This design comes from an exercise in tuning for small area, a short achievable clock period and few clock cycles per item on the open sky130 flow, not from production work. Function was checked by simulation only, so behaviour that the tests miss may differ from the original.

==> flow/design.v, too long to show whole: its modules and the start of the top module <==
// module multi_dataflow_core: 1967 lines
// module mdf_fa: 10 lines
// module mdf_ha: 9 lines
module multi_dataflow_core (
  input  logic        ap_clk,
  input  logic        ap_rst,
  input  logic [31:0] in0_data,
  output logic        in0_full_n,
  input  logic        in0_write,
  input  logic [31:0] in1_data,
  output logic        in1_full_n,
  input  logic        in1_write,
  output logic [31:0] out0_data,
  input  logic        out0_full_n,
  output logic        out0_write,
  output logic [31:0] out1_data,
  input  logic        out1_full_n,
  output logic        out1_write,
  input  logic [7:0]  ID
);
  // ...
==> flow/flow/run.sh <==
#!/bin/bash
# The standard layout, with plain buffers (buf_4) rather than the default delay-cell
# buffers on the ports, and timing repair aimed at 5.2 ns of setup slack. Make's full output
# goes to standard_flow.log in the work folder.
set -euo pipefail
bash standard.sh "BUFFER_PORTS_ARGS=-buffer_cell sky130_fd_sc_hd__buf_4" SETUP_SLACK_MARGIN=5.2 finish > standard_flow.log 2>&1
==> flow/standard.sh <==
#!/bin/bash
# synth_recipe.tcl (not shown) runs the flow's synth.tcl, then flattens the netlist and writes it again
# the make line also repeats each setting of config.mk as NAME=value (left out here)
make -C /OpenROAD-flow-scripts/flow DESIGN_CONFIG=/design/flow/config.mk WORK_HOME=/design/flow/orfs CLKGATE_MAP_FILE= SYNTH_SCRIPT=/design/flow/synth_recipe.tcl "${@:-finish}"
==> flow/config.mk <==
export PLATFORM = sky130hd
export DESIGN_NAME = multi_dataflow_core
export DESIGN_NICKNAME = multi_dataflow_core
export VERILOG_FILES = /design/flow/design.v
export SDC_FILE = /design/flow/constraint.sdc
export NUM_CORES = 4
export LEC_CHECK = 0
export ABC_AREA = 1
export CAP_MARGIN = 20
export CORE_MARGIN = 2
export CORE_UTILIZATION = 40
export CTS_CLUSTER_DIAMETER = 100
export CTS_CLUSTER_SIZE = 24
export SLEW_MARGIN = 20
export SYNTH_HIERARCHICAL = 1
==> flow/constraint.sdc <==
create_clock -name core_clock -period 8.5 [get_ports {ap_clk}]
set_input_delay 1.7000 -clock core_clock [delete_from_list [all_inputs] [get_ports {ap_clk}]]
set_output_delay 1.7000 -clock core_clock [all_outputs]
set_load 0.01 [all_outputs]
==> summary.txt, run 1 <==
- Status: timing/DRC/antenna clean
- Count leader, synth: nand2_1
- Gpl congestion: between 0.8 and 0.9
- Mean Syn Cell Area: roughly 10 µm²
- Cell family with most CP delay: adder cells
- GR peak layer: met2
- FF-to-FF path depth: 7
- Synth Area in Simple Gates: 12.2%
- First-pass DRT Iterations: 5
- Tap cells: between 700 and 800
- Most frequent cells in the layout: nand2_1 (444), xor2_1 (248), o22ai_1 (245)
- Crit start category: register
- Worst path max stage delay: about 0.56 ns
- Clock buffers: 32
- Clock root buffer master: clkbuf_16
- Largest family of logic cells by synthesized area: adder cells
- Largest net degree at the start of global routing: 78
- Die ar.: ~0.064 mm²
- Crit end category: register
- Antenna Cells: 0
- Chip width: between 200 and 300 µm
- Non-clk bufs: between 200 and 250
- Ys flop type: edfxtp_1
- Biggest Area Class: multi-input gates
- Reg2Reg Setup Slack: ~5.1 ns
- H-tree levels: 1
- Max-cap viol count: 0
- Yosys warnings: 7
- Setup TNS: 0 ns
- Non-CTS inverters: 245
- Postcts setup bufs: 39
Testbench counts, summed over its fixed seeds: cycles 8,288, items 8,192.
==> inputs of run 2 (changes only) <==
--- a/flow/design.v
+++ b/flow/design.v
@@ -965,39 +965,16 @@
   logic q1g50, q1p50;
   logic q1g51, q1p51;
   logic q1g52, q1p52;
   logic q1g53, q1p53;
   logic q1g54, q1p54;
   logic q1g55, q1p55;
   logic q1g56, q1p56;
   logic q1g57, q1p57;
-  logic q1g58, q1p58;
-  logic q1g59, q1p59;
-  logic q1g60, q1p60;
-  logic q1g61, q1p61;
-  logic q1g62, q1p62;
-  logic q1g63, q1p63;
-  logic q1g64, q1p64;
-  logic q1g65, q1p65;
-  logic q1g66, q1p66;
-  logic q1g67, q1p67;
-  logic q1g68, q1p68;
-  logic q1g69, q1p69;
-  logic q1g70, q1p70;
-  logic q1g71, q1p71;
-  logic q1g72, q1p72;
-  logic q1g73, q1p73;
-  logic q1g74, q1p74;
-  logic q1g75, q1p75;
-  logic q1g76, q1p76;
-  logic q1g77, q1p77;
-  logic q1g78, q1p78;
-  logic q1g79, q1p79;
-  logic q1g80, q1p80;
   assign pp_0_0 = ((bo[0] & ha[0]) | (bt[0] & 1'b0)) ^ bn[0];
   assign pp_0_1 = ((bo[0] & ha[1]) | (bt[0] & ha[0])) ^ bn[0];
   assign pp_0_2 = ((bo[0] & ha[2]) | (bt[0] & ha[1])) ^ bn[0];
   assign pp_0_3 = ((bo[0] & ha[3]) | (bt[0] & ha[2])) ^ bn[0];
   assign pp_0_4 = ((bo[0] & ha[4]) | (bt[0] & ha[3])) ^ bn[0];
   assign pp_0_5 = ((bo[0] & ha[5]) | (bt[0] & ha[4])) ^ bn[0];
   assign pp_0_6 = ((bo[0] & ha[6]) | (bt[0] & ha[5])) ^ bn[0];
   assign pp_0_7 = ((bo[0] & ha[7]) | (bt[0] & ha[6])) ^ bn[0];
@@ -1598,143 +1575,97 @@
   assign q1g14 = q1g[27] | (q1p[27] & q1g[26]);
   assign q1p14 = q1p[27] & q1p[26];
   assign q1g15 = q1g[29] | (q1p[29] & q1g[28]);
   assign q1p15 = q1p[29] & q1p[28];
   assign q1g16 = q1g[31] | (q1p[31] & q1g[30]);
   assign q1p16 = q1p[31] & q1p[30];
   assign q1g17 = q1g2 | (q1p2 & q1g1);
   assign q1p17 = q1p2 & q1p1;
-  assign q1g18 = q1g3 | (q1p3 & q1g2);
-  assign q1p18 = q1p3 & q1p2;
-  assign q1g19 = q1g4 | (q1p4 & q1g3);
-  assign q1p19 = q1p4 & q1p3;
-  assign q1g20 = q1g5 | (q1p5 & q1g4);
-  assign q1p20 = q1p5 & q1p4;
-  assign q1g21 = q1g6 | (q1p6 & q1g5);
-  assign q1p21 = q1p6 & q1p5;
-  assign q1g22 = q1g7 | (q1p7 & q1g6);
-  assign q1p22 = q1p7 & q1p6;
-  assign q1g23 = q1g8 | (q1p8 & q1g7);
-  assign q1p23 = q1p8 & q1p7;
-  assign q1g24 = q1g9 | (q1p9 & q1g8);
-  assign q1p24 = q1p9 & q1p8;
-  assign q1g25 = q1g10 | (q1p10 & q1g9);
-  assign q1p25 = q1p10 & q1p9;
-  assign q1g26 = q1g11 | (q1p11 & q1g10);
-  assign q1p26 = q1p11 & q1p10;
-  assign q1g27 = q1g12 | (q1p12 & q1g11);
-  assign q1p27 = q1p12 & q1p11;
-  assign q1g28 = q1g13 | (q1p13 & q1g12);
-  assign q1p28 = q1p13 & q1p12;
-  assign q1g29 = q1g14 | (q1p14 & q1g13);
-  assign q1p29 = q1p14 & q1p13;
-  assign q1g30 = q1g15 | (q1p15 & q1g14);
-  assign q1p30 = q1p15 & q1p14;
-  assign q1g31 = q1g16 | (q1p16 & q1g15);
-  assign q1p31 = q1p16 & q1p15;
-  assign q1g32 = q1g18 | (q1p18 & q1g1);
-  assign q1p32 = q1p18 & q1p1;
-  assign q1g33 = q1g19 | (q1p19 & q1g17);
-  assign q1p33 = q1p19 & q1p17;
-  assign q1g34 = q1g20 | (q1p20 & q1g18);
-  assign q1p34 = q1p20 & q1p18;
-  assign q1g35 = q1g21 | (q1p21 & q1g19);
-  assign q1p35 = q1p21 & q1p19;
-  assign q1g36 = q1g22 | (q1p22 & q1g20);
-  assign q1p36 = q1p22 & q1p20;
-  assign q1g37 = q1g23 | (q1p23 & q1g21);
-  assign q1p37 = q1p23 & q1p21;
-  assign q1g38 = q1g24 | (q1p24 & q1g22);
-  assign q1p38 = q1p24 & q1p22;
-  assign q1g39 = q1g25 | (q1p25 & q1g23);
-  assign q1p39 = q1p25 & q1p23;
-  assign q1g40 = q1g26 | (q1p26 & q1g24);
-  assign q1p40 = q1p26 & q1p24;
-  assign q1g41 = q1g27 | (q1p27 & q1g25);
-  assign q1p41 = q1p27 & q1p25;
-  assign q1g42 = q1g28 | (q1p28 & q1g26);
-  assign q1p42 = q1p28 & q1p26;
-  assign q1g43 = q1g29 | (q1p29 & q1g27);
-  assign q1p43 = q1p29 & q1p27;
-  assign q1g44 = q1g30 | (q1p30 & q1g28);
-  assign q1p44 = q1p30 & q1p28;
-  assign q1g45 = q1g31 | (q1p31 & q1g29);
-  assign q1p45 = q1p31 & q1p29;
-  assign q1g46 = q1g34 | (q1p34 & q1g1);
-  assign q1p46 = q1p34 & q1p1;
-  assign q1g47 = q1g35 | (q1p35 & q1g17);
-  assign q1p47 = q1p35 & q1p17;
-  assign q1g48 = q1g36 | (q1p36 & q1g32);
-  assign q1p48 = q1p36 & q1p32;
-  assign q1g49 = q1g37 | (q1p37 & q1g33);
-  assign q1p49 = q1p37 & q1p33;
-  assign q1g50 = q1g38 | (q1p38 & q1g34);
-  assign q1p50 = q1p38 & q1p34;
-  assign q1g51 = q1g39 | (q1p39 & q1g35);
-  assign q1p51 = q1p39 & q1p35;
-  assign q1g52 = q1g40 | (q1p40 & q1g36);
-  assign q1p52 = q1p40 & q1p36;
-  assign q1g53 = q1g41 | (q1p41 & q1g37);
-  assign q1p53 = q1p41 & q1p37;
-  assign q1g54 = q1g42 | (q1p42 & q1g38);
-  assign q1p54 = q1p42 & q1p38;
-  assign q1g55 = q1g43 | (q1p43 & q1g39);
-  assign q1p55 = q1p43 & q1p39;
-  assign q1g56 = q1g44 | (q1p44 & q1g40);
-  assign q1p56 = q1p44 & q1p40;
-  assign q1g57 = q1g45 | (q1p45 & q1g41);
-  assign q1p57 = q1p45 & q1p41;
-  assign q1g58 = q1g50 | (q1p50 & q1g1);
-  assign q1p58 = q1p50 & q1p1;
-  assign q1g59 = q1g51 | (q1p51 & q1g17);
-  assign q1p59 = q1p51 & q1p17;
-  assign q1g60 = q1g52 | (q1p52 & q1g32);
-  assign q1p60 = q1p52 & q1p32;
-  assign q1g61 = q1g53 | (q1p53 & q1g33);
-  assign q1p61 = q1p53 & q1p33;
-  assign q1g62 = q1g54 | (q1p54 & q1g46);
-  assign q1p62 = q1p54 & q1p46;
-  assign q1g63 = q1g55 | (q1p55 & q1g47);
-  assign q1p63 = q1p55 & q1p47;
-  assign q1g64 = q1g56 | (q1p56 & q1g48);
-  assign q1p64 = q1p56 & q1p48;
-  assign q1g65 = q1g57 | (q1p57 & q1g49);
-  assign q1p65 = q1p57 & q1p49;
-  assign q1g66 = q1g[2] | (q1p[2] & q1g1);
-  assign q1p66 = q1p[2] & q1p1;
-  assign q1g67 = q1g[4] | (q1p[4] & q1g17);
-  assign q1p67 = q1p[4] & q1p17;
-  assign q1g68 = q1g[6] | (q1p[6] & q1g32);
-  assign q1p68 = q1p[6] & q1p32;
-  assign q1g69 = q1g[8] | (q1p[8] & q1g33);
-  assign q1p69 = q1p[8] & q1p33;
-  assign q1g70 = q1g[10] | (q1p[10] & q1g46);
-  assign q1p70 = q1p[10] & q1p46;
-  assign q1g71 = q1g[12] | (q1p[12] & q1g47);
-  assign q1p71 = q1p[12] & q1p47;
-  assign q1g72 = q1g[14] | (q1p[14] & q1g48);
-  assign q1p72 = q1p[14] & q1p48;
-  assign q1g73 = q1g[16] | (q1p[16] & q1g49);
-  assign q1p73 = q1p[16] & q1p49;
-  assign q1g74 = q1g[18] | (q1p[18] & q1g58);
-  assign q1p74 = q1p[18] & q1p58;
-  assign q1g75 = q1g[20] | (q1p[20] & q1g59);
-  assign q1p75 = q1p[20] & q1p59;
-  assign q1g76 = q1g[22] | (q1p[22] & q1g60);
-  assign q1p76 = q1p[22] & q1p60;
-  assign q1g77 = q1g[24] | (q1p[24] & q1g61);
-  assign q1p77 = q1p[24] & q1p61;
-  assign q1g78 = q1g[26] | (q1p[26] & q1g62);
-  assign q1p78 = q1p[26] & q1p62;
-  assign q1g79 = q1g[28] | (q1p[28] & q1g63);
-  assign q1p79 = q1p[28] & q1p63;
-  assign q1g80 = q1g[30] | (q1p[30] & q1g64);
-  assign q1p80 = q1p[30] & q1p64;
-  assign res1 = {q1p[31] ^ (~id1_q | q1g80), q1p[30] ^ (~id1_q | q1g64), q1p[29] ^ (~id1_q | q1g79), q1p[28] ^ (~id1_q | q1g63), q1p[27] ^ (~id1_q | q1g78), q1p[26] ^ (~id1_q | q1g62), q1p[25] ^ (~id1_q | q1g77), q1p[24] ^ (~id1_q | q1g61), q1p[23] ^ (~id1_q | q1g76), q1p[22] ^ (~id1_q | q1g60), q1p[21] ^ (~id1_q | q1g75), q1p[20] ^ (~id1_q | q1g59), q1p[19] ^ (~id1_q | q1g74), q1p[18] ^ (~id1_q | q1g58), q1p[17] ^ (~id1_q | q1g73), q1p[16] ^ (~id1_q | q1g49), q1p[15] ^ (~id1_q | q1g72), q1p[14] ^ (~id1_q | q1g48), q1p[13] ^ (~id1_q | q1g71), q1p[12] ^ (~id1_q | q1g47), q1p[11] ^ (~id1_q | q1g70), q1p[10] ^ (~id1_q | q1g46), q1p[9] ^ (~id1_q | q1g69), q1p[8] ^ (~id1_q | q1g33), q1p[7] ^ (~id1_q | q1g68), q1p[6] ^ (~id1_q | q1g32), q1p[5] ^ (~id1_q | q1g67), q1p[4] ^ (~id1_q | q1g17), q1p[3] ^ (~id1_q | q1g66), q1p[2] ^ (~id1_q | q1g1), q1p[1] ^ (~id1_q | (q1g[0] | q1p[0])), ~q1p[0]};
+  assign q1g18 = q1g4 | (q1p4 & q1g3);
+  assign q1p18 = q1p4 & q1p3;
+  assign q1g19 = q1g6 | (q1p6 & q1g5);
+  assign q1p19 = q1p6 & q1p5;
+  assign q1g20 = q1g8 | (q1p8 & q1g7);
+  assign q1p20 = q1p8 & q1p7;
+  assign q1g21 = q1g10 | (q1p10 & q1g9);
+  assign q1p21 = q1p10 & q1p9;
+  assign q1g22 = q1g12 | (q1p12 & q1g11);
+  assign q1p22 = q1p12 & q1p11;
+  assign q1g23 = q1g14 | (q1p14 & q1g13);
+  assign q1p23 = q1p14 & q1p13;
+  assign q1g24 = q1g16 | (q1p16 & q1g15);
+  assign q1p24 = q1p16 & q1p15;
+  assign q1g25 = q1g18 | (q1p18 & q1g17);
+  assign q1p25 = q1p18 & q1p17;
+  assign q1g26 = q1g20 | (q1p20 & q1g19);
+  assign q1p26 = q1p20 & q1p19;
+  assign q1g27 = q1g22 | (q1p22 & q1g21);
+  assign q1p27 = q1p22 & q1p21;
+  assign q1g28 = q1g24 | (q1p24 & q1g23);
+  assign q1p28 = q1p24 & q1p23;
+  assign q1g29 = q1g26 | (q1p26 & q1g25);
+  assign q1p29 = q1p26 & q1p25;
+  assign q1g30 = q1g28 | (q1p28 & q1g27);
+  assign q1p30 = q1p28 & q1p27;
+  assign q1g31 = q1g30 | (q1p30 & q1g29);
+  assign q1p31 = q1p30 & q1p29;
+  assign q1g32 = q1g27 | (q1p27 & q1g29);
+  assign q1p32 = q1p27 & q1p29;
+  assign q1g33 = q1g19 | (q1p19 & q1g25);
+  assign q1p33 = q1p19 & q1p25;
+  assign q1g34 = q1g21 | (q1p21 & q1g29);
+  assign q1p34 = q1p21 & q1p29;
+  assign q1g35 = q1g23 | (q1p23 & q1g32);
+  assign q1p35 = q1p23 & q1p32;
+  assign q1g36 = q1g3 | (q1p3 & q1g17);
+  assign q1p36 = q1p3 & q1p17;
+  assign q1g37 = q1g5 | (q1p5 & q1g25);
+  assign q1p37 = q1p5 & q1p25;
+  assign q1g38 = q1g7 | (q1p7 & q1g33);
+  assign q1p38 = q1p7 & q1p33;
+  assign q1g39 = q1g9 | (q1p9 & q1g29);
+  assign q1p39 = q1p9 & q1p29;
+  assign q1g40 = q1g11 | (q1p11 & q1g34);
+  assign q1p40 = q1p11 & q1p34;
+  assign q1g41 = q1g13 | (q1p13 & q1g32);
+  assign q1p41 = q1p13 & q1p32;
+  assign q1g42 = q1g15 | (q1p15 & q1g35);
+  assign q1p42 = q1p15 & q1p35;
+  assign q1g43 = q1g[2] | (q1p[2] & q1g1);
+  assign q1p43 = q1p[2] & q1p1;
+  assign q1g44 = q1g[4] | (q1p[4] & q1g17);
+  assign q1p44 = q1p[4] & q1p17;
+  assign q1g45 = q1g[6] | (q1p[6] & q1g36);
+  assign q1p45 = q1p[6] & q1p36;
+  assign q1g46 = q1g[8] | (q1p[8] & q1g25);
+  assign q1p46 = q1p[8] & q1p25;
+  assign q1g47 = q1g[10] | (q1p[10] & q1g37);
+  assign q1p47 = q1p[10] & q1p37;
+  assign q1g48 = q1g[12] | (q1p[12] & q1g33);
+  assign q1p48 = q1p[12] & q1p33;
+  assign q1g49 = q1g[14] | (q1p[14] & q1g38);
+  assign q1p49 = q1p[14] & q1p38;
+  assign q1g50 = q1g[16] | (q1p[16] & q1g29);
+  assign q1p50 = q1p[16] & q1p29;
+  assign q1g51 = q1g[18] | (q1p[18] & q1g39);
+  assign q1p51 = q1p[18] & q1p39;
+  assign q1g52 = q1g[20] | (q1p[20] & q1g34);
+  assign q1p52 = q1p[20] & q1p34;
+  assign q1g53 = q1g[22] | (q1p[22] & q1g40);
+  assign q1p53 = q1p[22] & q1p40;
+  assign q1g54 = q1g[24] | (q1p[24] & q1g32);
+  assign q1p54 = q1p[24] & q1p32;
+  assign q1g55 = q1g[26] | (q1p[26] & q1g41);
+  assign q1p55 = q1p[26] & q1p41;
+  assign q1g56 = q1g[28] | (q1p[28] & q1g35);
+  assign q1p56 = q1p[28] & q1p35;
+  assign q1g57 = q1g[30] | (q1p[30] & q1g42);
+  assign q1p57 = q1p[30] & q1p42;
+  assign res1 = {q1p[31] ^ (~id1_q | q1g57), q1p[30] ^ (~id1_q | q1g42), q1p[29] ^ (~id1_q | q1g56), q1p[28] ^ (~id1_q | q1g35), q1p[27] ^ (~id1_q | q1g55), q1p[26] ^ (~id1_q | q1g41), q1p[25] ^ (~id1_q | q1g54), q1p[24] ^ (~id1_q | q1g32), q1p[23] ^ (~id1_q | q1g53), q1p[22] ^ (~id1_q | q1g40), q1p[21] ^ (~id1_q | q1g52), q1p[20] ^ (~id1_q | q1g34), q1p[19] ^ (~id1_q | q1g51), q1p[18] ^ (~id1_q | q1g39), q1p[17] ^ (~id1_q | q1g50), q1p[16] ^ (~id1_q | q1g29), q1p[15] ^ (~id1_q | q1g49), q1p[14] ^ (~id1_q | q1g38), q1p[13] ^ (~id1_q | q1g48), q1p[12] ^ (~id1_q | q1g33), q1p[11] ^ (~id1_q | q1g47), q1p[10] ^ (~id1_q | q1g37), q1p[9] ^ (~id1_q | q1g46), q1p[8] ^ (~id1_q | q1g25), q1p[7] ^ (~id1_q | q1g45), q1p[6] ^ (~id1_q | q1g36), q1p[5] ^ (~id1_q | q1g44), q1p[4] ^ (~id1_q | q1g17), q1p[3] ^ (~id1_q | q1g43), q1p[2] ^ (~id1_q | q1g1), q1p[1] ^ (~id1_q | (q1g[0] | q1p[0])), ~q1p[0]};
   always_ff @(posedge ap_clk) begin
     if (s1_rdy) s1_q <= s1_d;
   end
   logic [31:0] px, py, res0, o0_q;
   mdf_ha u_ha536 (.x(s1_q[9]), .y(s1_q[10]), .s(s534), .c(c535));
   mdf_ha u_ha539 (.x(s1_q[13]), .y(s1_q[14]), .s(s537), .c(c538));
   mdf_fa u_fa542 (.x(s1_q[18]), .y(s1_q[16]), .z(s1_q[17]), .s(s540), .c(c541));
   mdf_fa u_fa545 (.x(s1_q[22]), .y(s1_q[20]), .z(s1_q[21]), .s(s543), .c(c544));
==> run 2 against run 1 <==
Effect of this change:
- cell count decreased by 5.1%
- clock-buffer cell count grew 1
- flip-flop and latch count is the same
- highest routed layer unchanged
- worst setup slack improved by 0.077 ns
- clock skew decreased by 0.019 ns
- critical path depth unchanged
- via count shrank 3.6%
- critical path type unchanged
- non-clock buffer count is 1 higher
- fmax up 2.3%
==> summary.txt, run 2 <==
- Synth Area in Compound Gates: 10.4% (was 10.7%)
- Ys flop type: edfxtp_1 (unchanged)
- Mapped Cells: 2310 (was 2471)
- # DRC: 0 (unchanged)
- Yosys warnings: 7 (unchanged)
- Area delta synth->final: 14.4% (was 14.0%)
- Grt ovf: 0 (unchanged)
- Worst clock skew: 0.0273 ns (was 0.0459 ns)
- Status: timing/DRC/antenna clean (unchanged)
- Netlist cell types: 48 (was 45)
- H-tree levels: 1 (unchanged)
- Num ports: 146 (unchanged)
- First-pass GRT wire length: 104000 µm (was 109000 µm)
- Adder-cell area share of the yosys netlist: 22.6% (was 22.0%)
- Antenna Cells: 0 (unchanged)
- Initial Utilization: 40.6% (was 40.3%)
- Core area: 0.0594 mm² (was 0.0614 mm²)
- Synth Area in XOR/XNOR: 10.6% (was 9.77%)
- Synth Area in Simple Gates: 10.7% (was 12.2%)
- EDFF count, synth: 216 (unchanged)
- Final number of setup-violating endpoints: 0 (unchanged)
- Post-Syn Area: 0.0241 mm² (was 0.0247 mm²)
- Cell taking the most area after synthesis: edfxtp_1 (unchanged)
- Clock root buffer master: clkbuf_16 (unchanged)
- Layout cell share with drive strength beyond 1: 19.4% (was 16.6%)
- Area of the multi-input gates: 0.0134 mm² (was 0.0138 mm²)
- Total Routing Usage GR: 21.2% (was 22.2%)
- Hold Buf Count CTS: 0 (unchanged)
- Clk Latency, worst-skew pair: 0.60 ns (was 0.59 ns)
- Met1 WL: 29500 µm (was 31800 µm)
- ANT nets after route: 0 (unchanged)
- Most frequent cells in the layout: nand2_1 (381), xor2_1 (256), o22ai_1 (242) (was nand2_1 (444), xor2_1 (248), o22ai_1 (245))
- Largest net degree at the start of global routing: 78 (unchanged)
- 1st-iter DRT viols: 1312 (was 1454)
- Max transition margin: 33.3% (was 26.2%)
- Highest attainable clock frequency: 0.302 GHz (was 0.295 GHz)
- Seq. cell area: 0.00970 mm² (about the same)
- Max-cap viol count: 0 (unchanged)
- DP HPWL: 46400 µm (was 51300 µm)
- Crit end category: register (unchanged)
- CTS Buffer Depth: 3 (unchanged)
- Setup TNS: 0 ns (unchanged)
- Die ar.: 0.0622 mm² (was 0.0638 mm²)
- Via density: 5.39 (was 5.31)
- Synthesized Nets: 2694 (was 2855)
- Fin. max-slew vios: 0 (unchanged)
- Largest cells by area after synthesis: edfxtp_1 (27%), fa_1 (18%), dfxtp_1 (12%) (was edfxtp_1 (26%), fa_1 (17%), dfxtp_1 (12%))
- Number of global-route vias before repair: 17900 (was 18300)
- Max FFs per register: 120 (unchanged)
- RSZ-0062 raised after global routing: true (unchanged)
- Count leader, synth: nand2_1 (unchanged)
- Antenna violations before repair: 0 (unchanged)
- Largest family of logic cells by synthesized area: adder cells (unchanged)
- Mux cell area share after synthesis: 0% (unchanged)
- TritonCTS clock tree: done (unchanged)
- CTS Buf Count: 23 (was 22)
- Worst Path Max Fanout: 9 (was 7)
- Worst Path Class, Setup: register to register (unchanged)
- CP Data Required Time: 8.83 ns (was 8.81 ns)
- Largest reg by FF count: s1_q (unchanged)
- DR vias: 17400 (was 18000)
- Hold_sp: bi1 (unchanged)
- Arrival time worst endpoint: 3.64 ns (was 3.70 ns)
- Commonest non-fill, non-tap cell in the layout: nand2_1 (unchanged)
- Fill cells: 5423 (was 5718)
- DR top layer: met4 (unchanged)
- Final Cycle Share: 38.9% (was 39.8%)
- Worst Setup SP: ha[20] (unchanged)
- WL/cell: 20.8 µm (was 20.9 µm)
- Nets: 2815 (was 2973)
- First-pass DRT Iterations: 5 (unchanged)
- Mean Syn Cell Area: 10.4 µm² (was 10.0 µm²)
- DRT Wirelength: 67000 µm (was 71100 µm)
- Worst Tran Pin Value: 1.00 ns (was 1.11 ns)
- Crit start category: register (unchanged)
- HP Class: register to register (unchanged)
- Post-synth top area share: 26.9% (was 26.2%)
- Clk pin slew, worst setup/hold paths: 0.10 ns (was 0.09 ns)
- Synthesized flop and latch total: 373 (unchanged)
- Met2 WL: 30300 µm (was 33100 µm)
- Period minus WS final: 3.31 ns (was 3.39 ns)
- Part of the Yosys area used for sequential elements: 40.2% (was 39.1%)
- Hold Vio Cnt, Final: 0 (unchanged)
- Async S/R FF share, synth: 2.68% (unchanged)
- Count of standard-cell rows: 89 (was 91)
- Critical R2R Launch: ha[20] (unchanged)
- Chip width: 249 µm (was 253 µm)
- CTS sink cnt: 373 (unchanged)
- Finished Layout Cells: 3221 (was 3395)
- Most frequent cells after synthesis: nand2_1 (391), xor2_1 (257), o22ai_1 (254), edfxtp_1 (216), fa_1 (215) (was nand2_1 (463), o22ai_1 (254), xor2_1 (249), edfxtp_1 (216), fa_1 (215))
- Port-buffer cells: 145 (unchanged)
- DR WL met3: 5180 µm (was 4450 µm)
- Gpl congestion: 0.870 (was 0.895)
- Placed Instances: 3121 (was 3300)
- Die H: 249 µm (was 253 µm)
==> run 2: cell types whose count changed after synthesis, moves of 12 or more <==
cell     change
inv_2       +17
o21ai_0     -23
inv_1       -56
o21ai_2     -13
or2_1       -25
nor3_1      +16
nand2_1     -72
nand3_1     +12
nor2_1      -12
or2_0       -17
and2_1      -16
==> run 2: path summary, 6_finish.rpt <==
path | slack, ns | cells past startpoint | endpoint
worst min-delay path | 0.42 | 0 | s1_q[2]
max in group asynchronous | 7.30 | 1 | fn_b
worst min register to register | 0.42 | 0 | s1_q[2]
worst max-delay path | 5.19 | 7 | s1_q[117]
worst max register to register | 5.19 | 7 | s1_q[117]
min in group asynchronous | 0.93 | 1 | sv_a
==> run 2: repair_timing <==
item / CTS / global route
setup endpoints to repair: 79 / 32
endpoints found under the hold margin: 0 / 0
buffers inserted: 12 / 40
gates resized for setup: 47 / 58
pin swaps: 4 / 13
gates cloned: 4 / 2
==> run 2: cell families (layout without fill, tap and decap cells) <==
logic type | after synthesis | in the layout
simple gates | 601 | 602
buf+inv | 347 | 484
compound gates | 392 | 392
fa+ha+maj | 306 | 306
xor+xnor | 291 | 291
flops | 373 | 373
==> run 2: per-module statistics from Yosys, one instance, submodules excluded <==
module	cells	times used	cell area, µm²	flops+latches
mdf_fa	1	210	20.0	0
mdf_ha	1	30	12.5	0
multi_dataflow_core	2070	1	19500	373
==> run 2: critical path, cell delays in order, from the launching register on <==
cell	delay, ns
edfxtp_1	0.44
clkinvlp_4	0.25
o22ai_1	0.26
xor2_1	0.20
fa_1	0.48
fa_1	0.48
fa_1	0.52
fa_1	0.42
==> run 2: stage by stage <==
| step | area (µm²) | util, % | hold slack [ns] | worst slack, ns |
|---|---|---|---|---|
| CTS | 27000 | 45.5 | 0.421 | 5.17 |
| floorplan | 24200 | - | 0.386 | 4.60 |
| detailed placement | 25900 | 43.7 | 0.397 | 4.45 |
| finish | 27600 | 46.4 | 0.416 | 5.19 |
| global route | 27600 | 46.4 | 0.431 | 5.14 |
| global placement | 25900 | 43.7 | 0.394 | 4.50 |
==> run 2: final cells by class <==
type | instances | area share (%)
Tap cell | 773 | 3.51
Clock buffer | 33 | 2.38
Timing Repair Buffer | 233 | 6.79
Timing Repair inverter | 4 | 0.0817
Multi-Input combinational cell | 1591 | 48.5
Inverter | 205 | 3.11
Clock inverter | 9 | 0.481
Sequential cell | 373 | 35.2
==> run 2: metal layers <==
metal	vias up	track usage, %
li1	7990	-
met1	8487	29.5
met2	762	33.9
met3	136	3.59
met4	0	6.14
met5	-	0
Testbench counts of run 2, summed over its fixed seeds: cycles 8,288, items 8,192.
==> inputs of run 3 (changes only) <==
==> flow/flow/run.sh (replaced) <==
#!/bin/bash
# The standard layout, with the smallest plain buffers (buf_1) rather than the default delay-cell
# buffers on the ports, and timing repair aimed at 5.2 ns of setup slack. Make's full output
# goes to standard_flow.log in the work folder.
set -euo pipefail
bash standard.sh "BUFFER_PORTS_ARGS=-buffer_cell sky130_fd_sc_hd__buf_1" SETUP_SLACK_MARGIN=5.2 finish > standard_flow.log 2>&1
==> run 3 against run 2 <==
Effect of this change:
- still clean on timing, DRC and antenna
- critical path depth did not move
- die area is the same
- worst hold slack improved by 0.0089 ns
- largest cell class unchanged
==> summary.txt, run 3 <==
- Status: timing/DRC/antenna clean (unchanged)
- Total Routing Usage GR: 20.6% (was 21.2%)
- M2 GR Usage: 32.4% (was 33.9%)
- First-pass GRT wire length: 101000 µm (was 104000 µm)
- Arrival time worst endpoint: 3.68 ns (was 3.64 ns)
- Port-buffer cells: 145 (unchanged)
- Die H: 249 µm (unchanged)
- Cell taking the most area after synthesis: edfxtp_1 (unchanged)
- Hold Vio Cnt, Final: 0 (unchanged)
- Via density: 5.41 (was 5.39)
- Finished Core Util: 45.2% (was 46.4%)
- Highest attainable clock frequency: 0.297 GHz (was 0.302 GHz)
- Met1 Track Usage GR: 29.3% (was 29.5%)
- RSZ-0062 raised after global routing: true (unchanged)
- CP Data Required Time: 8.81 ns (was 8.83 ns)
- Commonest non-fill, non-tap cell in the layout: nand2_1 (unchanged)
- # DRC: 0 (unchanged)
- CTS sink cnt: 373 (unchanged)
- Ys flop type: edfxtp_1 (unchanged)
- DRT Wirelength: 65600 µm (was 67000 µm)
- Reg2Reg Setup Slack: 5.13 ns (was 5.19 ns)
- EDFF count, synth: 216 (unchanged)
- Antenna violations before repair: 0 (unchanged)
- Most frequent cells after synthesis: nand2_1 (391), xor2_1 (257), o22ai_1 (254), edfxtp_1 (216), fa_1 (215) (unchanged)
- CTS Buf Count: 22 (was 23)
- WL/cell: 20.5 µm (was 20.8 µm)
- Worst R2R End: s1_q[117] (unchanged)
- Hold Buf Count CTS: 0 (unchanged)
- TritonCTS clock tree: done (unchanged)
- Worst hold endpoint: s1_q[2] (unchanged)
- Gpl congestion: 0.899 (was 0.870)
- Final Cycle Share: 39.6% (was 38.9%)
- Worst Tran Pin Value: 1.04 ns (was 1.00 ns)
- Fin. max-slew vios: 0 (unchanged)
- Max-cap viol count: 0 (unchanged)
- Layout cell share with drive strength beyond 1: 12.1% (was 19.4%)
- H-tree levels: 1 (unchanged)
- ANT nets after route: 0 (unchanged)
- Async S/R FF share, synth: 2.68% (unchanged)
- Post-Syn Area: 0.0241 mm² (unchanged)
- Num ports: 146 (unchanged)
- Grt ovf: 0 (unchanged)
- Count of standard-cell rows: 89 (unchanged)
- WP buf/inv: 1 (unchanged)
- Part of the Yosys area used for sequential elements: 40.2% (unchanged)
- Initial Utilization: 40.6% (unchanged)
- Worst Path Class, Setup: register to register (unchanged)
- Clock root buffer master: clkbuf_16 (unchanged)
- HP Class: register to register (unchanged)
- CP max stage cell: fa_1 (unchanged)
- 1st-iter DRT viols: 1259 (was 1312)
- Crit end category: register (unchanged)
- Netlist cell types: 48 (unchanged)
- Period minus WS final: 3.37 ns (was 3.31 ns)
- Cell family with most CP delay: adder cells (unchanged)
- Worst Path Max Fanout: 5 (was 9)
- Largest cells by area after synthesis: edfxtp_1 (27%), fa_1 (18%), dfxtp_1 (12%) (unchanged)
- CTS Buffer Depth: 3 (unchanged)
- FF-to-FF path depth: 7 (unchanged)
- Worst path max stage delay: 0.57 ns (was 0.52 ns)
- Synthesized flop and latch total: 373 (unchanged)
- Number of global-route vias before repair: 17400 (was 17900)
- First-pass DRT Iterations: 5 (unchanged)
- Critical R2R Launch: bt[5] (was ha[20])
- DP HPWL: 45800 µm (was 46400 µm)
- Post-synth top area share: 26.9% (unchanged)
- Antenna Cells: 0 (unchanged)
- Max transition margin: 31.0% (was 33.3%)
- Crit start category: register (unchanged)
- Most frequent cells in the layout: nand2_1 (381), xor2_1 (257), o22ai_1 (247) (was nand2_1 (381), xor2_1 (256), o22ai_1 (242))
- Largest net degree at the start of global routing: 80 (was 78)
- Count leader, synth: nand2_1 (unchanged)
- Area delta synth->final: 11.2% (was 14.4%)
- Final number of setup-violating endpoints: 0 (unchanged)
- Mean Syn Cell Area: 10.4 µm² (unchanged)
- Core area: 0.0594 mm² (unchanged)
- Clk pin slew, worst setup/hold paths: 0.10 ns (about the same)
- Largest reg by FF count: s1_q (unchanged)
- Max FFs per register: 120 (unchanged)
- Synthesized Nets: 2694 (unchanged)
- Worst path cell trace: clkinvlp_4 -> o22ai_1 -> xor2_1 -> fa_1 -> fa_1 -> fa_1 -> fa_1 (unchanged)
- Yosys warnings: 7 (unchanged)
- Most common cell on crit path: fa_1 (unchanged)
- GR peak layer: met2 (unchanged)
- Hold_sp: bi1 (unchanged)
- Die ar.: 0.0622 mm² (unchanged)
- Clk Latency, worst-skew pair: 0.60 ns (about the same)
- Worst Hold Slack: 0.425 ns (was 0.416 ns)
- Mapped Cells: 2310 (unchanged)
- Chip width: 249 µm (unchanged)
- Worst clock skew: 0.0452 ns (was 0.0273 ns)
- M3 GR Usage: 3.29% (was 3.59%)
- Worst hold stages: 0 (unchanged)
- Setup TNS: 0 ns (unchanged)
- DR vias: 17300 (was 17400)
- Nets: 2793 (was 2815)
[run 3: what timing repair did]
action / CTS / global route
gates cloned: 4 / 1
setup buffers: 7 / 25
pin swaps: 2 / 10
endpoints found under the setup margin: 76 / 29
resized for setup: 37 / 51
hold endpoints to repair: 0 / 0
[run 3: modules after synthesis, one instance, submodules excluded]
module	copies in the design	flip-flops and latches
mdf_ha	30	0
mdf_fa	210	0
multi_dataflow_core	1	373
[run 3: worst max-delay path by stage]
stage,start,depth (start not counted),end
3_3_place_gp,id1_q,6,s1_q[117]
2_1_floorplan,out0_full_n,11,bo[3]
3_5_place_dp,id1_q,6,s1_q[117]
6_report,bt[5],7,s1_q[117]
4_1_cts,bo[5],7,s1_q[117]
5_1_grt,ha[24],7,s1_q[117]
[run 3: through the flow]
step,instances,instance area (µm²),setup WS [ns]
3_5_place_dp,3121,25400,4.34
5_1_grt,3198,26800,5.05
4_1_cts,3172,26400,5.06
3_3_place_gp,3121,25400,4.35
6_report,3198,26800,5.13
2_1_floorplan,2310,24200,4.60
[run 3: cell type report]
cell class              instances  area (µm²)
inverters                     205         852
fillers                      5530       32500
clock buffers                  31         584
repair inverters                2        10.0
flip-flops and latches        373        9690
clock inverters                 9         204
well taps                     773         967
repair buffers                214        1180
multi-input cells            1591       13300
[run 3: per-layer routing]
metal,vias to the layer above,share of wire [%],routed length (µm)
li1,7925,-,-
met1,8557,45,29700
met2,702,45,29400
met3,115,6.7,4410
met4,0,3.3,2180
met5,-,0,0
[run 3: logic make-up after synthesis]
kind of cell,count (synthesis),synth area share [%]
simple gates,601,10.7
compound gates,392,10.4
flops,373,40.2
buf+inv,347,5.63
fa+ha+maj,306,22.6
xor+xnor,291,10.6
==> inputs of run 4 (changes only) <==
--- a/flow/config.mk
+++ b/flow/config.mk
@@ -9,5 +9,5 @@
 export CAP_MARGIN = 20
 export CORE_MARGIN = 2
-export CORE_UTILIZATION = 40
+export CORE_UTILIZATION = 50
 export CTS_CLUSTER_DIAMETER = 100
 export CTS_CLUSTER_SIZE = 24
==> run 4 against run 3 <==
Effect of this change:
- via count is 0.38% higher
- global-route usage is 5.2 points higher
- highest routed layer unchanged
- non-clock buffer count is 17 higher
- still clean
- die area is 20% lower
- core utilization is 11 points higher
- worst setup slack worse by 0.028 ns
- register-to-register slack worse by 0.03 ns
- fmax is 0.81% lower
==> summary.txt, run 4 <==
- Status: timing/DRC/antenna clean (unchanged)
- Cell taking the most area after synthesis: edfxtp_1 (unchanged)
- Total Routing Usage GR: 25.8% (was 20.6%)
- Nets: 2813 (was 2793)
- Most frequent cells in the layout: nand2_1 (380), xor2_1 (257), o22ai_1 (252) (was nand2_1 (381), xor2_1 (257), o22ai_1 (247))
- CTS Buf Count: 20 (was 22)
- Final number of setup-violating endpoints: 0 (unchanged)
- Via density: 5.68 (was 5.41)
- Max-cap viol count: 0 (unchanged)
- Worst Path Max Fanout: 3 (was 5)
- Worst setup margin: 5.10 ns (was 5.13 ns)
- Core area: 0.0476 mm² (was 0.0594 mm²)
- # DRC: 0 (unchanged)
- Hold Vio Cnt, Final: 0 (unchanged)
- First-pass GRT wire length: 100000 µm (was 101000 µm)
- Reg2Reg Setup Slack: 5.10 ns (was 5.13 ns)
- Clock root buffer master: clkbuf_16 (unchanged)
- Most common cell on crit path: fa_1 (unchanged)
- Synth Area in Simple Gates: 10.7% (unchanged)
- Max transition margin: 31.7% (was 31.0%)
- Highest attainable clock frequency: 0.294 GHz (was 0.297 GHz)
- Worst Path Class, Setup: register to register (unchanged)
- HP Class: register to register (unchanged)
- Grt ovf: 0 (unchanged)
- DRT Wirelength: 64500 µm (was 65600 µm)
- EDFF count, synth: 216 (unchanged)
- CP Data Required Time: 8.81 ns (about the same)
- Die ar.: 0.0500 mm² (was 0.0622 mm²)
- DP HPWL: 44500 µm (was 45800 µm)
- Final Cycle Share: 40.0% (was 39.6%)
- Largest net degree at the start of global routing: 76 (was 80)
- Commonest non-fill, non-tap cell in the layout: nand2_1 (unchanged)
- Antenna violations before repair: 0 (unchanged)
- Crit start category: register (unchanged)
- Adder-cell area share of the yosys netlist: 22.6% (unchanged)
- Layout Cell Area excl Fill: 0.0266 mm² (was 0.0268 mm²)
- Max FFs per register: 120 (unchanged)
- CTS Buffer Depth: 3 (unchanged)
- Fin. max-slew vios: 0 (unchanged)
- Synthesized flop and latch total: 373 (unchanged)
- Crit end category: register (unchanged)
- CTS sink cnt: 373 (unchanged)
- Setup TNS: 0 ns (unchanged)
- Most frequent cells after synthesis: nand2_1 (391), xor2_1 (257), o22ai_1 (254), edfxtp_1 (216), fa_1 (215) (unchanged)
- Num ports: 146 (unchanged)
- First-pass DRT Iterations: 5 (unchanged)
- Netlist cell types: 48 (unchanged)
- CP max stage cell: fa_1 (unchanged)
- Initial Utilization: 50.6% (was 40.6%)
- Worst clock skew: 0.0448 ns (was 0.0452 ns)
- Synth Area in XOR/XNOR: 10.6% (unchanged)
- Count leader, synth: nand2_1 (unchanged)
- Synthesized Nets: 2694 (unchanged)
- Placed cell area: 0.0252 mm² (was 0.0254 mm²)
- Die H: 224 µm (was 249 µm)
- Clk pin slew, worst setup/hold paths: 0.10 ns (about the same)
- 1st-iter DRT viols: 1469 (was 1259)
- Layout cell share with drive strength beyond 1: 12.7% (was 12.1%)
- Gpl congestion: 0.900 (was 0.899)
- Worst path cell trace: clkinvlp_4 -> o22ai_1 -> xor2_1 -> ha_1 -> fa_1 -> fa_1 -> fa_1 (was clkinvlp_4 -> o22ai_1 -> xor2_1 -> fa_1 -> fa_1 -> fa_1 -> fa_1)
- Clk Latency, worst-skew pair: 0.58 ns (was 0.60 ns)
- WL/cell: 21.1 µm (was 20.5 µm)
- Ys flop type: edfxtp_1 (unchanged)
- Worst Tran Pin Value: 1.02 ns (was 1.04 ns)
- Count of standard-cell rows: 80 (was 89)
- RSZ-0062 raised after global routing: true (unchanged)
- Post-synth top area share: 26.9% (unchanged)
- Worst path max stage delay: 0.61 ns (was 0.57 ns)
- Async S/R FF share, synth: 2.68% (unchanged)
- Dpl ws: 4.47 ns (was 4.34 ns)
- DR vias: 17400 (was 17300)
- Largest family of logic cells by synthesized area: adder cells (unchanged)
- Post-Syn Area: 0.0241 mm² (unchanged)
- Hold Buf Count CTS: 0 (unchanged)
- ANT nets after route: 0 (unchanged)
- Area delta synth->final: 10.4% (was 11.2%)
- Mux cell area share after synthesis: 0% (unchanged)
- Port-buffer cells: 145 (unchanged)
- H-tree levels: 1 (unchanged)
- Largest reg by FF count: s1_q (unchanged)
- Mean Syn Cell Area: 10.4 µm² (unchanged)
- Arrival time worst endpoint: 3.71 ns (was 3.68 ns)
- Synth Area in Compound Gates: 10.4% (unchanged)
- Chip width: 224 µm (was 249 µm)
- Yosys warnings: 7 (unchanged)
- Mapped Cells: 2310 (unchanged)
- TritonCTS clock tree: done (unchanged)
- Largest cells by area after synthesis: edfxtp_1 (27%), fa_1 (18%), dfxtp_1 (12%) (unchanged)
- Period minus WS final: 3.40 ns (was 3.37 ns)
- Number of global-route vias before repair: 17300 (was 17400)
- Antenna Cells: 0 (unchanged)
- Part of the Yosys area used for sequential elements: 40.2% (unchanged)
-- run 4: cell counts after synthesis --
No cell type changed its count.
-- run 4: critical path, delay by kind of cell (launching register included) --
kind	cells	cell delay [ns]
adder cells (fa/ha/maj)	4	1.83
XOR/XNOR	1	0.22
buffers and inverters	1	0.26
AO/OA/AOI/OAI	1	0.21
flip-flops	1	0.59
-- run 4: stage by stage --
| step | hold WS (ns) | utilization (%) | instances |
|---|---|---|---|
| floorplan | 0.386 | - | 2310 |
| global placement | 0.389 | 52.8 | 2960 |
| detailed placement | 0.394 | 52.8 | 2960 |
| CTS | 0.417 | 55.0 | 3021 |
| global route | 0.423 | 55.9 | 3058 |
| finish | 0.418 | 55.9 | 3058 |
-- run 4: per-module statistics from Yosys (local to each module, per instance) --
module	flops+latches	copies in the design	cells inside	area, µm²
multi_dataflow_core	373	1	2070	19500
mdf_ha	0	30	1	12.5
mdf_fa	0	210	1	20.0
-- run 4: area by class of cell --
class                   instances  area, µm²
multi-input cells            1591      13300
inverters                     205        871
fillers                      4199      21000
repair buffers                231       1320
well taps                     615        769
flip-flops and latches        373       9690
repair inverters                7       40.0
clock inverters                 5       86.3
clock buffers                  31        563
-- run 4: layer usage --
layer	part of all wire, %	track usage (%)	up-vias
li1	-	-	7969
met1	46	38.5	8520
met2	44	39.7	777
met3	7.8	4.07	98
met4	2.0	6.37	0
met5	0	0	-
-- run 4: final timing paths --
check / start / endpoint / depth (start not counted)
worst min register to register: bn0x / s1_q[0] / 0
worst max-delay path: ha[11] / s1_q[117] / 7
max in group asynchronous: ap_rst / idok_q / 1
min in group asynchronous: ap_rst / sv_a / 1
worst min-delay path: bn0x / s1_q[0] / 0
worst max register to register: ha[11] / s1_q[117] / 7
-- run 4: cell families (layout without fill, tap and decap cells) --
logic type,count (synthesis),count (layout)
xor gates and xnor gates,291,291
adders and majority gates,306,306
AOI/OAI and AO/OA,392,392
DFF,373,373
and+or+nand+nor,601,602
buffers and inverters,347,479
-- run 4: timing repair --
| item | CTS | global route |
|---|---|---|
| pin swaps | 5 | 13 |
| gates resized for setup | 49 | 37 |
| buffers inserted | 15 | 37 |
| endpoints found under the setup margin | 69 | 44 |
| gates cloned | 10 | 0 |
| endpoints found under the hold margin | 0 | 0 |
==> inputs of run 5 (changes only) <==
==> flow/flow/run.sh (replaced) <==
#!/bin/bash
# The standard layout, with the smallest plain buffers (buf_1) rather than the default delay-cell
# buffers on the ports, and timing repair aimed at 5.35 ns of setup slack. Make's full output
# goes to standard_flow.log in the work folder.
set -euo pipefail
bash standard.sh "BUFFER_PORTS_ARGS=-buffer_cell sky130_fd_sc_hd__buf_1" SETUP_SLACK_MARGIN=5.35 finish > standard_flow.log 2>&1
--- a/flow/config.mk
+++ b/flow/config.mk
@@ -9,5 +9,5 @@
 export CAP_MARGIN = 20
 export CORE_MARGIN = 2
-export CORE_UTILIZATION = 50
+export CORE_UTILIZATION = 40
 export CTS_CLUSTER_DIAMETER = 100
 export CTS_CLUSTER_SIZE = 24
==> run 5 against run 4 <==
Effect of this change:
- synthesized cell count stayed put
- worst hold slack better by 0.00076 ns
- fmax is 1.4% higher
- flip-flop and latch count is the same
- synthesized area stayed put
- largest cell class unchanged
- core utilization fell by 9.6 points
- critical path depth grew 1
==> summary.txt, run 5 <==
- Status: timing/DRC/antenna clean (unchanged)
- Layout cell share with drive strength beyond 1: 15.9% (was 12.7%)
- Chip width: 249 µm (was 224 µm)
- Antenna violations before repair: 0 (unchanged)
- CTS Buffer Depth: 3 (unchanged)
- FF-to-FF path depth: 8 (was 7)
- DRT Wirelength: 66000 µm (was 64500 µm)
- Most frequent cells in the layout: nand2_1 (373), xor2_1 (254), o22ai_1 (236) (was nand2_1 (380), xor2_1 (257), o22ai_1 (252))
- ANT nets after route: 0 (unchanged)
- Worst hold stages: 0 (unchanged)
- Nets: 2836 (was 2813)
- Most common cell on crit path: fa_1 (unchanged)
- Post-Syn Area: 0.0241 mm² (unchanged)
- Grt ovf: 0 (unchanged)
- DP HPWL: 46000 µm (was 44500 µm)
- TritonCTS clock tree: done (unchanged)
- Yosys warnings: 7 (unchanged)
- Cell taking the most area after synthesis: edfxtp_1 (unchanged)
- Final number of setup-violating endpoints: 0 (unchanged)
- Max FFs per register: 120 (unchanged)
- Crit start category: register (unchanged)
- Number of global-route vias before repair: 17700 (was 17300)
- Reg2Reg Setup Slack: 5.15 ns (was 5.10 ns)
- Hold Vio Cnt, Final: 0 (unchanged)
- Clk pin slew, worst setup/hold paths: 0.10 ns (about the same)
- Period minus WS final: 3.35 ns (was 3.40 ns)
- Worst R2R End: s1_q[117] (unchanged)
- Hold Buf Count CTS: 0 (unchanged)
- Setup TNS: 0 ns (unchanged)
- Total Routing Usage GR: 20.8% (was 25.8%)
- DR vias: 17400 (about the same)
- Arrival time worst endpoint: 3.66 ns (was 3.71 ns)
- Critical R2R Launch: ha[26] (was ha[11])
- Clk Latency, worst-skew pair: 0.57 ns (was 0.58 ns)
- Part of the Yosys area used for sequential elements: 40.2% (unchanged)
- First-pass GRT wire length: 102000 µm (was 100000 µm)
- Commonest non-fill, non-tap cell in the layout: nand2_1 (unchanged)
- # DRC: 0 (unchanged)
- Count of standard-cell rows: 89 (was 80)
- EDFF count, synth: 216 (unchanged)
- Ys flop type: edfxtp_1 (unchanged)
- Clock root buffer master: clkbuf_16 (unchanged)
- Hold_sp: bn0x (unchanged)
- Count leader, synth: nand2_1 (unchanged)
- Worst Setup SP: ha[26] (was ha[11])
- Worst Path Max Fanout: 4 (was 3)
- Via density: 5.38 (was 5.68)
- CP max stage cell: fa_1 (unchanged)
- WL/cell: 20.4 µm (was 21.1 µm)
- CP Data Required Time: 8.81 ns (about the same)
- Initial Utilization: 40.6% (was 50.6%)
- HP Class: register to register (unchanged)
- Crit end category: register (unchanged)
- Largest reg by FF count: s1_q (unchanged)
- Worst path max stage delay: 0.59 ns (was 0.61 ns)
- RSZ-0062 raised after global routing: true (unchanged)
- Synthesized Nets: 2694 (unchanged)
- Synthesized flop and latch total: 373 (unchanged)
- Netlist cell types: 48 (unchanged)
- Fin. max-slew vios: 0 (unchanged)
- Worst Tran Pin Value: 0.947 ns (was 1.02 ns)
- Largest cells by area after synthesis: edfxtp_1 (27%), fa_1 (18%), dfxtp_1 (12%) (unchanged)
- Worst Path Class, Setup: register to register (unchanged)
- CTS sink cnt: 373 (unchanged)
- Final Cycle Share: 39.4% (was 40.0%)
- 1st-iter DRT viols: 1205 (was 1469)
- Mean Syn Cell Area: 10.4 µm² (unchanged)
- Largest net degree at the start of global routing: 77 (was 76)
- Num ports: 146 (unchanged)
- Async S/R FF share, synth: 2.68% (unchanged)
- Gpl congestion: 0.908 (was 0.900)
- Mapped Cells: 2310 (unchanged)
- Die H: 249 µm (was 224 µm)
- Worst hold endpoint: s1_q[0] (unchanged)
- Highest attainable clock frequency: 0.298 GHz (was 0.294 GHz)
- Worst path cell trace: inv_2 -> buf_4 -> o22ai_1 -> xor2_1 -> fa_1 -> fa_1 -> fa_1 -> fa_2 (was clkinvlp_4 -> o22ai_1 -> xor2_1 -> ha_1 -> fa_1 -> fa_1 -> fa_1)
- Core area: 0.0594 mm² (was 0.0476 mm²)
- Most frequent cells after synthesis: nand2_1 (391), xor2_1 (257), o22ai_1 (254), edfxtp_1 (216), fa_1 (215) (unchanged)
- Port-buffer cells: 145 (unchanged)
- H-tree levels: 1 (unchanged)
- Post-synth top area share: 26.9% (unchanged)
- Max transition margin: 36.9% (was 31.7%)
- Max-cap viol count: 0 (unchanged)
- First-pass DRT Iterations: 5 (unchanged)
- Die ar.: 0.0622 mm² (was 0.0500 mm²)
- Area delta synth->final: 14.0% (was 10.4%)
- Antenna Cells: 0 (unchanged)
- Worst clock skew: 0.0267 ns (was 0.0448 ns)
- CTS Buf Count: 21 (was 20)
## run 5: what timing repair did
item	4_1_cts	5_1_grt
gates cloned	7	3
resized for setup	92	83
pin swaps	20	59
endpoints found under the setup margin	235	73
buffers inserted	41	29
## run 5: stage by stage
step	std cells	util, %	instance area, µm²	setup slack, ns	hold WS [ns]
2_1_floorplan	2310	-	24300	4.60	0.386
3_3_place_gp	3122	42.8	25400	4.59	0.399
3_5_place_dp	3122	42.8	25400	4.48	0.395
4_1_cts	3208	45.2	26800	5.12	0.425
5_1_grt	3240	46.3	27500	5.06	0.434
6_report	3240	46.3	27500	5.15	0.419
## run 5: worst max path at each step
stage          cells past startpoint   endpoint  slack, ns
3_3_place_gp                      11     bo[13]       4.59
3_5_place_dp                      11     bo[13]       4.48
4_1_cts                            7  s1_q[117]       5.12
5_1_grt                            7  s1_q[117]       5.06
2_1_floorplan                     11      bo[3]       4.60
6_report                           8  s1_q[117]       5.15
## run 5: layout make-up
type | count | area (µm²)
Tap cell | 773 | 967
Multi-Input combinational cell | 1592 | 13600
Timing Repair inverter | 4 | 22.5
Clock inverter | 8 | 78.8
Fill cell | 5440 | 31900
Clock buffer | 30 | 559
Inverter | 205 | 881
Timing Repair Buffer | 255 | 1660
Sequential cell | 373 | 9700
## run 5: kinds of logic after synthesis
| family | count (synthesis) | share of synthesized area, % |
|---|---|---|
| adder cells (fa/ha/maj) | 306 | 22.6 |
| AO/OA/AOI/OAI | 392 | 10.4 |
| flip-flops | 373 | 40.2 |
| AND/OR/NAND/NOR | 601 | 10.7 |
| XOR/XNOR | 291 | 10.6 |
| buffers and inverters | 347 | 5.63 |
## run 5: worst max-delay path, delay by kind of cell, from the launching register on
kind	cells	cell delay [ns]
AO/OA/AOI/OAI	1	0.10
XOR/XNOR	1	0.18
adder cells (fa/ha/maj)	4	2.06
buffers and inverters	2	0.29
flip-flops	1	0.45
## run 5: routing by layer
| metal | GRT usage, % | share of wire [%] | vias up |
|---|---|---|---|
| li1 | - | - | 8018 |
| met1 | 29.8 | 45 | 8530 |
| met2 | 31.9 | 44 | 740 |
| met3 | 3.11 | 7.3 | 129 |
| met4 | 7.45 | 3.4 | 0 |
| met5 | 0 | 0 | - |
## run 5: modules after synthesis (local to each module, per instance)
module               copies in the design  area, µm²  cells  flops+latches
mdf_ha                                 30       12.5      1              0
mdf_fa                                210       20.0      1              0
multi_dataflow_core                     1      19500   2070            373
==> inputs of run 6 (changes only) <==
==> flow/flow/run.sh (replaced) <==
#!/bin/bash
# The standard layout, with the smallest plain buffers (buf_1) rather than the default delay-cell
# buffers on the ports, and timing repair aimed at 5.1 ns of setup slack. Make's full output
# goes to standard_flow.log in the work folder.
set -euo pipefail
bash standard.sh "BUFFER_PORTS_ARGS=-buffer_cell sky130_fd_sc_hd__buf_1" SETUP_SLACK_MARGIN=5.1 finish > standard_flow.log 2>&1
==> run 6 against run 5 <==
Effect of this change:
- non-clock buffer count is 29 lower
- core utilization is 1.3 points lower
- cell area is 2.8% lower
- largest cell class unchanged
- fmax is 3.9% lower
- still clean on timing, DRC and antenna
- critical endpoint is now s1_q[101]
==> summary.txt, run 6 <==
- Critical R2R Launch: ha[20] (was ha[26])
- Hold_sp: bi1 (was bn0x)
- Ys flop type: edfxtp_1 (unchanged)
- Via density: 5.38 (about the same)
- H-tree levels: 1 (unchanged)
- Number of global-route vias before repair: 17400 (was 17700)
- Worst path cell trace: clkinvlp_4 -> buf_4 -> buf_4 -> o22ai_1 -> xor2_1 -> ha_1 -> fa_2 -> fa_1 -> fa_1 (was inv_2 -> buf_4 -> o22ai_1 -> xor2_1 -> fa_1 -> fa_1 -> fa_1 -> fa_2)
- Max transition margin: 32.0% (was 36.9%)
- Crit end category: register (unchanged)
- Layout cell share with drive strength beyond 1: 12.3% (was 15.9%)
- Count of standard-cell rows: 89 (unchanged)
- RSZ-0062 raised after global routing: true (unchanged)
- Chip width: 249 µm (unchanged)
- Grt ovf: 0 (unchanged)
- Largest cells by area after synthesis: edfxtp_1 (27%), fa_1 (18%), dfxtp_1 (12%) (unchanged)
- ANT nets after route: 0 (unchanged)
- CTS Buffer Depth: 3 (unchanged)
- Synthesized Nets: 2694 (unchanged)
- Period minus WS final: 3.49 ns (was 3.35 ns)
- WL/cell: 20.3 µm (was 20.4 µm)
- Most frequent cells after synthesis: nand2_1 (391), xor2_1 (257), o22ai_1 (254), edfxtp_1 (216), fa_1 (215) (unchanged)
- # DRC: 0 (unchanged)
- M3 GR Usage: 3.54% (was 3.11%)
- Die ar.: 0.0622 mm² (unchanged)
- First-pass DRT Iterations: 5 (unchanged)
- Worst Hold Slack: 0.413 ns (was 0.419 ns)
- CTS Buf Count: 21 (unchanged)
- Part of the Yosys area used for sequential elements: 40.2% (unchanged)
- Worst Tran Pin Value: 1.02 ns (was 0.947 ns)
- Hold Buf Count CTS: 0 (unchanged)
- Netlist cell types: 48 (unchanged)
- Setup TNS: 0 ns (unchanged)
- Cell family with most CP delay: adder cells (unchanged)
- Initial Utilization: 40.6% (unchanged)
- Largest net degree at the start of global routing: 76 (was 77)
- Worst R2R End: s1_q[101] (was s1_q[117])
- CTS sink cnt: 373 (unchanged)
- DR vias: 17300 (was 17400)
- Cell taking the most area after synthesis: edfxtp_1 (unchanged)
- Post-synth top area share: 26.9% (unchanged)
- Worst Path Max Fanout: 5 (was 4)
- Yosys warnings: 7 (unchanged)
- Mapped Cells: 2310 (unchanged)
- Count leader, synth: nand2_1 (unchanged)
- FF-to-FF path depth: 9 (was 8)
- Worst path max stage delay: 0.56 ns (was 0.59 ns)
- Die H: 249 µm (unchanged)
- Status: timing/DRC/antenna clean (unchanged)
- Antenna violations before repair: 0 (unchanged)
- Async S/R FF share, synth: 2.68% (unchanged)
- Highest attainable clock frequency: 0.287 GHz (was 0.298 GHz)
- Arrival time worst endpoint: 3.79 ns (was 3.66 ns)
- Max FFs per register: 120 (unchanged)
- Clk Latency, worst-skew pair: 0.57 ns (about the same)
- Crit start category: register (unchanged)
- Nets: 2806 (was 2836)
- Hold Vio Cnt, Final: 0 (unchanged)
- Most frequent cells in the layout: nand2_1 (381), xor2_1 (255), o22ai_1 (249) (was nand2_1 (373), xor2_1 (254), o22ai_1 (236))
- Clock root buffer master: clkbuf_16 (unchanged)
- M2 GR Usage: 32.1% (was 31.9%)
- DRT Wirelength: 65300 µm (was 66000 µm)
- EDFF count, synth: 216 (unchanged)
- Port-buffer cells: 145 (unchanged)
- CP max stage cell: fa_2 (was fa_1)
- Worst Path Class, Setup: register to register (unchanged)
- Post-Syn Area: 0.0241 mm² (unchanged)
- Area delta synth->final: 10.9% (was 14.0%)
- Max-cap viol count: 0 (unchanged)
- HP Class: register to register (unchanged)
- Worst hold endpoint: s1_q[2] (was s1_q[0])
- First-pass GRT wire length: 101000 µm (was 102000 µm)
- Reg2Reg Setup Slack: 5.01 ns (was 5.15 ns)
- Commonest non-fill, non-tap cell in the layout: nand2_1 (unchanged)
- Mean Syn Cell Area: 10.4 µm² (unchanged)
- Fin. max-slew vios: 0 (unchanged)
- 1st-iter DRT viols: 1415 (was 1205)
- Total Routing Usage GR: 20.5% (was 20.8%)
- CP Data Required Time: 8.81 ns (about the same)
- Final Cycle Share: 41.0% (was 39.4%)
- Largest reg by FF count: s1_q (unchanged)
- Met1 Track Usage GR: 29.3% (was 29.8%)
- Fill cells: 5550 (was 5440)
- Worst clock skew: 0.0265 ns (was 0.0267 ns)
- Final number of setup-violating endpoints: 0 (unchanged)
- Synthesized flop and latch total: 373 (unchanged)
- Clk pin slew, worst setup/hold paths: 0.10 ns (about the same)
- TritonCTS clock tree: done (unchanged)
- Worst hold stages: 0 (unchanged)
- Antenna Cells: 0 (unchanged)
- DP HPWL: 46000 µm (about the same)
- Core area: 0.0594 mm² (unchanged)
- Num ports: 146 (unchanged)
- WP buf/inv: 3 (was 2)
- GR peak layer: met2 (unchanged)
- Gpl congestion: 0.886 (was 0.908)
-- run 6: cell types whose count changed in the layout (fill, tap and decap cells not counted), sizes merged --
cell,before,now
clkinvlp,16,14
inv,185,183
bufbuf,3,1
buf,250,224
clkinv,16,19
nand3,58,57
-- run 6: area by class of cell --
type / count / area, µm² / share of cell area [%]
Timing Repair inverter: 4 / 20.0 / 0.0749
Inverter: 205 / 842 / 3.15
Multi-Input combinational cell: 1591 / 13300 / 49.6
Tap cell: 773 / 967 / 3.62
Sequential cell: 373 / 9690 / 36.3
Timing Repair Buffer: 226 / 1300 / 4.87
Clock buffer: 31 / 563 / 2.11
Clock inverter: 7 / 78.8 / 0.295
-- run 6: logic make-up (layout without fill, tap and decap cells) --
| kind of cell | after synthesis | in the layout | share of synthesized area [%] |
|---|---|---|---|
| adders and majority gates | 306 | 306 | 22.6 |
| buffers and inverters | 347 | 473 | 5.63 |
| xor gates and xnor gates | 291 | 291 | 10.6 |
| and+or+nand+nor | 601 | 602 | 10.7 |
| AOI/OAI and AO/OA | 392 | 392 | 10.4 |
| DFF | 373 | 373 | 40.2 |
-- run 6: stage by stage --
stage | worst slack [ns] | cell area [µm²] | cells | util, %
floorplan | 4.60 | 24200 | 2310 | -
global placement | 4.57 | 25400 | 3123 | 42.8
detailed placement | 4.49 | 25400 | 3123 | 42.8
CTS | 5.10 | 26200 | 3174 | 44.2
global route | 4.97 | 26700 | 3210 | 45.0
finish | 5.01 | 26700 | 3210 | 45.0
-- run 6: modules after synthesis, one instance, submodules excluded --
| module | copies in the design | cell area, µm² | cells | flip-flops and latches |
|---|---|---|---|---|
| mdf_fa | 210 | 20.0 | 1 | 0 |
| multi_dataflow_core | 1 | 19500 | 2070 | 373 |
| mdf_ha | 30 | 12.5 | 1 | 0 |
-- run 6: per-layer routing --
metal  vias to the layer above  share of wire (%)
li1                       7965                  -
met1                      8551                 46
met2                       658                 44
met3                       105                6.7
met4                         0                2.5
met5                         -                  0
-- run 6: how the worst max path moves through the flow --
stage                start  cells past startpoint        end  slack [ns]
6_report            ha[20]                      9  s1_q[101]        5.01
4_1_cts             ha[22]                      7  s1_q[117]        5.10
3_5_place_dp   out0_full_n                     11     bo[12]        4.49
2_1_floorplan  out0_full_n                     11      bo[3]        4.60
3_3_place_gp   out0_full_n                     12     bt[14]        4.57
5_1_grt             ha[15]                      7  s1_q[117]        4.97
-- run 6: worst reg2reg max path: stages (launching register included) --
cell and delay (ns):
edfxtp_1 0.47, clkinvlp_4 0.22, buf_4 0.18, buf_4 0.14
o22ai_1 0.21, xor2_1 0.26, ha_1 0.30, fa_2 0.56
fa_1 0.44, fa_1 0.45
-- run 6: what timing repair did --
action	4_1_cts	5_1_grt
setup buffers	9	33
resized for setup	31	42
pin swaps	2	6
endpoints found under the setup margin	9	58
gates cloned	4	3

==> static timing again, ports no longer ideal <==
In the flow no input, the clock included, has a driving cell. The finished layouts below were timed again as built, in two steps. Step 1, drivers: a clkbuf_16 drives ap_clk and a buf_2 each remaining input, both assumed. Step 2 times the ports against the registers' clock, not the clock port: input delays grow and output delays shrink by t, the midpoint of the rising clock arrivals with the driver on. a / b / c = ideal / step 1 / step 2; a / b = the first two.
run | shift t [ns] | setup WS [ns] | pins driven straight from the clock port
run 1 | 0.623 | 5.115 / 5.115 / 4.820 | 1
run 2 | 0.643 | 5.192 / 5.192 / 4.863 | 1
run 3 | 0.632 | 5.130 / 5.130 / 4.767 | 1
run 4 | 0.617 | 5.102 / 5.102 / 4.859 | 1
run 5 | 0.613 | 5.149 / 5.149 / 4.943 | 1
run 6 | 0.617 | 5.012 / 5.012 / 4.782 | 1
After both steps every run listed still meets setup and hold. For run 3, which loses most, drivers alone change the setup slack by 0.000 ns; drivers and shift together by -0.363 ns.
